This is an optimization exercise on Yosys and OpenROAD, whose aim is small area, a short achievable clock period and few clock cycles per item, not a production implementation.
RTL that was checked went through simulation tests only; none was proved equivalent to the original.
Power figures rest on the tool's default switching activity, not on a simulated workload.

JK:
==> flow/design.v (excerpt) <==
module execute_stage #(
    parameter int XLEN = ex_stage_pkg::XLEN_DEFAULT
) (
    input  logic                   clk,
    input  logic                   reset,
    input  logic                   execute_enable,
    input  logic                   flush,
    input  ex_stage_pkg::instr_t   instruction,
    input  logic [XLEN-1:0]        pc,
    input  logic [XLEN-1:0]        reg_a,
    input  logic [XLEN-1:0]        reg_b,
    input  rv_isa_pkg::opcode_t    op_code,
    input  rv_isa_pkg::alu_op_t    alu_op,
    input  logic                   word_op,
    input  logic [XLEN-1:0]        immed,
    input  rv_isa_pkg::jump_cond_t jump_if,
    input  logic                   jump_absolute,
    output logic [XLEN-1:0]        alu_data_out,
    output logic [XLEN-1:0]        jump_pc,
    output logic                   jump_taken,
    output logic                   execute_done
);
    logic            bubble;
    logic [XLEN-1:0] operand_a;
    logic [XLEN-1:0] operand_b;
    logic [XLEN-1:0] alu_result;
    ex_sequencer sequencer_i (
        .clk            (clk),
        .reset          (reset),
        .execute_enable (execute_enable),
        .flush          (flush),
        .instruction    (instruction),
        .bubble         (bubble),
        .execute_done   (execute_done)
    );
    ex_operand_select #(.XLEN(XLEN)) operand_select_i (
        .op_code   (op_code),
        .pc        (pc),
        .reg_a     (reg_a),
        .reg_b     (reg_b),
        .immed     (immed),
        .operand_a (operand_a),
        .operand_b (operand_b)
    );
    ex_alu #(.XLEN(XLEN)) alu_i (
        .operand_a (operand_a),
        .operand_b (operand_b),
        .alu_op    (alu_op),
        .word_op   (word_op),
        .bubble    (bubble),
  ...
==> flow/config.mk <==
export PLATFORM = sky130hd
export DESIGN_NAME = execute_stage
export DESIGN_NICKNAME = execute_stage
export VERILOG_FILES = /design/flow/design.v
export SDC_FILE = /design/flow/constraint.sdc
export NUM_CORES = 4
export LEC_CHECK = 0
export ABC_AREA = 1
export CAP_MARGIN = 40
export CORE_MARGIN = 2
export CORE_UTILIZATION = 30
export PLACE_DENSITY = 0.75
export SETUP_SLACK_MARGIN = 3.7
export SLEW_MARGIN = 30
==> flow/constraint.sdc <==
create_clock -name core_clock -period 9.0 [get_ports {clk}]
set_input_delay 1.8000 -clock core_clock [delete_from_list [all_inputs] [get_ports {clk}]]
set_output_delay 1.8000 -clock core_clock [all_outputs]
set_load 0.01 [all_outputs]
standard.sh (not shown) runs the stock make flow with config.mk's settings and CLKGATE_MAP_FILE= SYNTH_SCRIPT=/design/flow/synth_recipe.tcl, a recipe that flattens the netlist after the stock synthesis.
==> flow/flow/run.sh <==
#!/bin/bash
# Standard layout, with the smallest buffer on the ports instead of the tool's pick.
set -euo pipefail
export BUFFER_PORTS_ARGS="-buffer_cell sky130_fd_sc_hd__buf_1"
bash standard.sh > standard.log 2>&1
Testbench counts of JK, summed over its fixed seeds: cycles 3,208, items 3,200.
> inputs changed (JK -> MS)
--- a/flow/design.v
+++ b/flow/design.v
@@ -118,38 +118,40 @@
             rv_isa_pkg::ALU_SLL:  sel_sll = 1'b1;
             rv_isa_pkg::ALU_SRL, rv_isa_pkg::ALU_SRA: sel_srl = 1'b1;
             rv_isa_pkg::ALU_SLT, rv_isa_pkg::ALU_SLTU,
             rv_isa_pkg::ALU_SGE, rv_isa_pkg::ALU_SGEU: begin sel_cmp = 1'b1; sub = 1'b1; end
             rv_isa_pkg::ALU_SEQ, rv_isa_pkg::ALU_SNE: begin sel_cmp = 1'b1; sub = 1'b1; end
             default: ;
         endcase
     end
     assign is_sll = (alu_op == rv_isa_pkg::ALU_SLL);
     assign is_sra = (alu_op == rv_isa_pkg::ALU_SRA);
     logic [XLEN-1:0] b_inv;
     logic [XLEN-1:0] sum;
+    logic [XLEN-1:0] carries;
     logic            carry;
     logic            lt_u;
     logic            lt_s;
     logic            eq;
     logic            all_prop;
     logic            cmp_bit;
     assign b_inv = operand_b ^ {XLEN{sub}};
     logic [XLEN-1:0] x_ab;
     logic [XLEN-1:0] n_ab;
     ex_adder #(.XLEN(XLEN), .SKLANSKY(1'b1)) adder_i (
         .a    (operand_a),
         .b    (b_inv),
         .cin  (sub),
         .sum  (sum),
+        .carries (carries),
         .cout (carry),
         .pall (all_prop),
         .prop (x_ab),
         .gen  (n_ab)
     );
     assign lt_u = ~carry;
     assign lt_s = lt_u ^ operand_a[XLEN-1] ^ operand_b[XLEN-1];
     assign eq   = all_prop;
     always_comb begin
         case (alu_op)
             rv_isa_pkg::ALU_SLT:  cmp_bit = lt_s;
             rv_isa_pkg::ALU_SLTU: cmp_bit = lt_u;
@@ -181,42 +183,48 @@
                 if (!shamt[s])                sh[s+1][i] = sh[s][i];
                 else if (i + (1 << s) < XLEN) sh[s+1][i] = sh[s][i + (1 << s)];
                 else                          sh[s+1][i] = fill;
             end
         end
         for (int i = 0; i < XLEN; i++) sh_rev[i] = sh[6][XLEN-1-i];
     end
     logic            k_n;
     logic            k_x;
     logic [XLEN-1:0] res;
     assign k_n = sel_and | sel_or;
     assign k_x = sel_xor | sel_or;
+    logic [XLEN-1:0] other;
+    logic [XLEN-1:0] res_c0;
+    logic [XLEN-1:0] res_c1;
     always_comb begin
-        res = ({XLEN{sel_sum & ~bubble}} & sum)
-            | ({XLEN{k_n & ~bubble}}     & n_ab)
-            | ({XLEN{k_x & ~bubble}}     & x_ab)
-            | ({XLEN{sel_srl & ~bubble}} & sh[6])
-            | ({XLEN{sel_sll & ~bubble}} & sh_rev);
-        res[0] = res[0] | (sel_cmp & ~bubble & cmp_bit);
+        other = ({XLEN{k_n & ~bubble}}     & n_ab)
+              | ({XLEN{k_x & ~bubble}}     & x_ab)
+              | ({XLEN{sel_srl & ~bubble}} & sh[6])
+              | ({XLEN{sel_sll & ~bubble}} & sh_rev);
+        other[0] = other[0] | (sel_cmp & ~bubble & cmp_bit);
+        res_c0 = other | ({XLEN{sel_sum & ~bubble}} & x_ab);
+        res_c1 = other | ({XLEN{sel_sum & ~bubble}} & ~x_ab);
+        for (int i = 0; i < XLEN; i++) res[i] = carries[i] ? res_c1[i] : res_c0[i];
     end
     assign result = res;
 endmodule
 module ex_adder #(
     parameter int XLEN     = ex_stage_pkg::XLEN_DEFAULT,
     parameter bit SKLANSKY = 1'b1
 ) (
     input  logic [XLEN-1:0] a,
     input  logic [XLEN-1:0] b,
     input  logic            cin,
     output logic [XLEN-1:0] sum,
+    output logic [XLEN-1:0] carries,
     output logic            cout,
     output logic            pall,
     output logic [XLEN-1:0] prop,
     output logic [XLEN-1:0] gen
 );
     localparam int LOGN = $clog2(XLEN);
     localparam int NLEV = SKLANSKY ? LOGN : 2 * LOGN - 1;
     logic [XLEN-1:0] p;
     logic [XLEN-1:0] g [0:NLEV];
     logic [XLEN-1:0] t [0:NLEV];
     assign p = a ^ b;
     always_comb begin
@@ -241,25 +249,26 @@
                     assign g[l+1][i] = g[l][i] | (t[l][i] & g[l][J]);
                     assign t[l+1][i] = t[l][i] & t[l][J];
                 end else begin : pass
                     assign g[l+1][i] = g[l][i];
                     assign t[l+1][i] = t[l][i];
                 end
             end
         end
     endgenerate
     assign pall = t[NLEV][XLEN-1];
     assign prop = p;
     assign gen  = a & b;
-    assign sum  = p ^ {g[NLEV][XLEN-2:0], cin};
+    assign carries = {g[NLEV][XLEN-2:0], cin};
+    assign sum     = p ^ carries;
     assign cout = g[NLEV][XLEN-1];
 endmodule
 module ex_branch_resolve #(
     parameter int XLEN = ex_stage_pkg::XLEN_DEFAULT
 ) (
     input  logic                   clk,
     input  logic                   bubble,
     input  rv_isa_pkg::jump_cond_t jump_if,
     input  logic                   jump_absolute,
     input  logic [XLEN-1:0]        pc,
     input  logic [XLEN-1:0]        reg_a,
     input  logic [XLEN-1:0]        immed,
@@ -271,24 +280,25 @@
     logic            on_alu_q;
     logic [XLEN-1:0] target_q;
     logic [XLEN-1:0] base;
     logic [XLEN-1:0] target;
     logic            target_cout;
     assign base = jump_absolute ? reg_a : pc;
     ex_adder #(.XLEN(XLEN), .SKLANSKY(1'b0)) target_adder_i (
         .a    (base),
         .b    (immed),
         .cin  (1'b0),
         .sum  (target),
         .cout (target_cout),
+        .carries (),
         .pall (),
         .prop (),
         .gen  ()
     );
     always_ff @(posedge clk) begin
         always_q <= !bubble && (jump_if == rv_isa_pkg::JUMP_ALWAYS);
         on_alu_q <= !bubble && (jump_if == rv_isa_pkg::JUMP_ON_ALU);
         target_q <= target;
     end
     assign jump_taken = always_q || (on_alu_q && result_is_one);
     assign jump_pc    = jump_taken ? target_q : '0;
 endmodule
## What came out
MS was carried through to the last stage, and its layout satisfied the timing, DRC and antenna checks. Sequential share of layout area: MS vs JK, no meaningful difference. Largest driver fanout on the critical path shrinks by more than half when moving from JK to MS. Going from JK to MS, the core utilization was found to have gone up by 0.37 points. Post-route fraction of the period consumed by the critical path: MS and JK compared, lower one is JK. Compare MS and JK | combinational group share of total power higher: JK. JK has a lower total power than MS. The final reports for MS and JK show global-route usage lower in the former. Re antenna diode instance count: MS and JK aren't equal, and the higher value belongs to MS.
Testbench counts of MS, summed over its fixed seeds: cycles 3,208, items 3,200.

* * *

Setup of north:
Another version of the RTL of execute_stage (not shown whole).
Size in the first run: roughly 3300 cells after synthesis, ~130 flip-flops, about 0.020 sq mm of cells after synthesis.
==> module ex_branch_resolve, before the edit <==
module ex_branch_resolve #(
    parameter int XLEN = ex_stage_pkg::XLEN_DEFAULT
) (
    input  logic                   clk,
    input  logic                   bubble,
    input  rv_isa_pkg::jump_cond_t jump_if,
    input  logic                   jump_absolute,
    input  logic [XLEN-1:0]        pc,
    input  logic [XLEN-1:0]        reg_a,
    input  logic [XLEN-1:0]        immed,
    input  logic [XLEN-1:0]        alu_result,
    output logic                   jump_taken,
    output logic [XLEN-1:0]        jump_pc
);
    logic            always_q;
    logic            on_alu_q;
    logic [XLEN-1:0] target_q;
    logic [XLEN-1:0] base;
    logic [XLEN-1:0] target;
    logic            target_cout;
    assign base = jump_absolute ? reg_a : pc;
    ex_adder #(.XLEN(XLEN), .SKLANSKY(1'b0)) target_adder_i (
        .a    (base),
        .b    (immed),
        .cin  (1'b0),
        .sum  (target),
        .cout (target_cout),
        .pall (),
        .prop (),
        .gen  ()
    );
    always_ff @(posedge clk) begin
        always_q <= !bubble && (jump_if == rv_isa_pkg::JUMP_ALWAYS);
        on_alu_q <= !bubble && (jump_if == rv_isa_pkg::JUMP_ON_ALU);
        target_q <= target;
    end
    assign jump_taken = always_q || (on_alu_q && (alu_result == XLEN'(1)));
    assign jump_pc    = jump_taken ? target_q : '0;
endmodule
==> module execute_stage, before the edit <==
module execute_stage #(
    parameter int XLEN = ex_stage_pkg::XLEN_DEFAULT
) (
    input  logic                   clk,
    input  logic                   reset,
    input  logic                   execute_enable,
    input  logic                   flush,
    input  ex_stage_pkg::instr_t   instruction,
    input  logic [XLEN-1:0]        pc,
    input  logic [XLEN-1:0]        reg_a,
    input  logic [XLEN-1:0]        reg_b,
    input  rv_isa_pkg::opcode_t    op_code,
    input  rv_isa_pkg::alu_op_t    alu_op,
    input  logic                   word_op,
    input  logic [XLEN-1:0]        immed,
    input  rv_isa_pkg::jump_cond_t jump_if,
    input  logic                   jump_absolute,
    output logic [XLEN-1:0]        alu_data_out,
    output logic [XLEN-1:0]        jump_pc,
    output logic                   jump_taken,
    output logic                   execute_done
);
    logic            bubble;
    logic [XLEN-1:0] operand_a;
    logic [XLEN-1:0] operand_b;
    logic [XLEN-1:0] alu_result;
    ex_sequencer sequencer_i (
        .clk            (clk),
        .reset          (reset),
        .execute_enable (execute_enable),
        .flush          (flush),
        .instruction    (instruction),
        .bubble         (bubble),
        .execute_done   (execute_done)
    );
    ex_operand_select #(.XLEN(XLEN)) operand_select_i (
        .op_code   (op_code),
        .pc        (pc),
        .reg_a     (reg_a),
        .reg_b     (reg_b),
        .immed     (immed),
        .operand_a (operand_a),
        .operand_b (operand_b)
    );
    ex_alu #(.XLEN(XLEN)) alu_i (
        .operand_a (operand_a),
        .operand_b (operand_b),
        .alu_op    (alu_op),
        .word_op   (word_op),
        .bubble    (bubble),
        .result    (alu_result)
    );
    logic [XLEN-1:0] result_q;
    logic            word_q;
    always_ff @(posedge clk) begin
        result_q <= alu_result;
        word_q   <= word_op;
    end
    localparam int W = ex_stage_pkg::WORD_W;
    assign alu_data_out = {word_q ? {(XLEN-W){result_q[W-1]}} : result_q[XLEN-1:W],
                           result_q[W-1:0]};
    ex_branch_resolve #(.XLEN(XLEN)) branch_resolve_i (
        .clk           (clk),
        .bubble        (bubble),
        .jump_if       (jump_if),
        .jump_absolute (jump_absolute),
        .pc            (pc),
        .reg_a         (reg_a),
        .immed         (immed),
        .alu_result    (alu_data_out),
        .jump_taken    (jump_taken),
        .jump_pc       (jump_pc)
    );
endmodule
Settings: LEC_CHECK=0, ABC_AREA=1, CAP_MARGIN=40, CORE_MARGIN=2, CORE_UTILIZATION=30, SETUP_SLACK_MARGIN=4, SLEW_MARGIN=30; clock period 9.0 ns.
Scripts as last shown in full above: flow/flow/run.sh
diff inputs: north => south
==> flow/design.v, changed modules only <==
module ex_branch_resolve #(
    parameter int XLEN = ex_stage_pkg::XLEN_DEFAULT
) (
    input  logic                   clk,
    input  logic                   bubble,
    input  rv_isa_pkg::jump_cond_t jump_if,
    input  logic                   jump_absolute,
    input  logic [XLEN-1:0]        pc,
    input  logic [XLEN-1:0]        reg_a,
    input  logic [XLEN-1:0]        immed,
    input  logic                   result_is_one,
    output logic                   jump_taken,
    output logic [XLEN-1:0]        jump_pc
);
    logic            always_q;
    logic            on_alu_q;
    logic [XLEN-1:0] target_q;
    logic [XLEN-1:0] base;
    logic [XLEN-1:0] target;
    logic            target_cout;
    assign base = jump_absolute ? reg_a : pc;
    ex_adder #(.XLEN(XLEN), .SKLANSKY(1'b0)) target_adder_i (
        .a    (base),
        .b    (immed),
        .cin  (1'b0),
        .sum  (target),
        .cout (target_cout),
        .pall (),
        .prop (),
        .gen  ()
    );
    always_ff @(posedge clk) begin
        always_q <= !bubble && (jump_if == rv_isa_pkg::JUMP_ALWAYS);
        on_alu_q <= !bubble && (jump_if == rv_isa_pkg::JUMP_ON_ALU);
        target_q <= target;
    end
    assign jump_taken = always_q || (on_alu_q && result_is_one);
    assign jump_pc    = jump_taken ? target_q : '0;
endmodule
module execute_stage #(
    parameter int XLEN = ex_stage_pkg::XLEN_DEFAULT
) (
    input  logic                   clk,
    input  logic                   reset,
    input  logic                   execute_enable,
    input  logic                   flush,
    input  ex_stage_pkg::instr_t   instruction,
    input  logic [XLEN-1:0]        pc,
    input  logic [XLEN-1:0]        reg_a,
    input  logic [XLEN-1:0]        reg_b,
    input  rv_isa_pkg::opcode_t    op_code,
    input  rv_isa_pkg::alu_op_t    alu_op,
    input  logic                   word_op,
    input  logic [XLEN-1:0]        immed,
    input  rv_isa_pkg::jump_cond_t jump_if,
    input  logic                   jump_absolute,
    output logic [XLEN-1:0]        alu_data_out,
    output logic [XLEN-1:0]        jump_pc,
    output logic                   jump_taken,
    output logic                   execute_done
);
    logic            bubble;
    logic [XLEN-1:0] operand_a;
    logic [XLEN-1:0] operand_b;
    logic [XLEN-1:0] alu_result;
    ex_sequencer sequencer_i (
        .clk            (clk),
        .reset          (reset),
        .execute_enable (execute_enable),
        .flush          (flush),
        .instruction    (instruction),
        .bubble         (bubble),
        .execute_done   (execute_done)
    );
    ex_operand_select #(.XLEN(XLEN)) operand_select_i (
        .op_code   (op_code),
        .pc        (pc),
        .reg_a     (reg_a),
        .reg_b     (reg_b),
        .immed     (immed),
        .operand_a (operand_a),
        .operand_b (operand_b)
    );
    ex_alu #(.XLEN(XLEN)) alu_i (
        .operand_a (operand_a),
        .operand_b (operand_b),
        .alu_op    (alu_op),
        .word_op   (word_op),
        .bubble    (bubble),
        .result    (alu_result)
    );
    logic [XLEN-1:0] result_q;
    logic            word_q;
    always_ff @(posedge clk) begin
        result_q <= alu_result;
        word_q   <= word_op;
    end
    localparam int W = ex_stage_pkg::WORD_W;
    assign alu_data_out = {word_q ? {(XLEN-W){result_q[W-1]}} : result_q[XLEN-1:W],
                           result_q[W-1:0]};
    logic result_is_one;
    assign result_is_one = result_q[0] && (result_q[W-1:1] == '0)
                           && (word_q || (result_q[XLEN-1:W] == '0));
    ex_branch_resolve #(.XLEN(XLEN)) branch_resolve_i (
        .clk           (clk),
        .bubble        (bubble),
        .jump_if       (jump_if),
        .jump_absolute (jump_absolute),
        .pc            (pc),
        .reg_a         (reg_a),
        .immed         (immed),
        .result_is_one (result_is_one),
        .jump_taken    (jump_taken),
        .jump_pc       (jump_pc)
    );
endmodule
--- outcome ---
In the reports for south and north, the larger count of buffers not belonging to the clock network in the layout belongs to north. Compared north against south; die boundary width within noise. Comparing south with north, the final cell count came out essentially unchanged. Compared with north, south shows die outline area that has gone up slightly. Going from north to south, gate count after technology mapping grew slightly. Compared with north, non-clock inverter count in the final layout in south increased by a little under 10%. Critical path depth ends up lower on north. In the flow results for south and north, the power is larger on north.
Testbench counts of south, summed over its fixed seeds: cycles 3,208, items 3,200.
The RTL of north was laid out without a check of its function.

## what the ideal ports hide
In the flow no input, the clock included, has a driving cell. The finished layouts below were timed again as built, in two steps.
Step 1 (the two cells are an assumption about what drives the block):
set clk [get_ports {clk}]
set_driving_cell -lib_cell sky130_fd_sc_hd__clkbuf_16 $clk
set_driving_cell -lib_cell sky130_fd_sc_hd__buf_2 [delete_from_list [all_inputs] $clk]
Step 2 adds t to the input delays and takes it off the output delays; t is the mean of the earliest and latest rising clock arrival at the registers after step 1. Input paths then give back, and output paths get back, about the clock's delay inside the block.
Three values: ideal ports, drivers, drivers and shift; two values: the first two.
| run | t (ns) | setup slack, ns | slew at the worst register clock pin (ns) | worst slew at a driven data input, ns |
|---|---|---|---|---|
| JK | 0.560 | 3.713 / 3.743 / 3.183 | 0.09 / 0.09 | 0.11 |
| MS | 0.554 | 3.585 / 3.622 / 3.068 | 0.07 / 0.07 | 0.19 |
| north | 0.563 | 3.842 / 3.861 / 3.298 | 0.09 / 0.09 | 0.21 |
| south | 0.565 | 3.864 / 3.861 / 3.296 | 0.08 / 0.08 | 0.19 |
After both steps setup and hold are still met in every run listed. For south, which loses most, drivers alone change the setup slack by -0.003 ns; drivers and shift together by -0.568 ns.
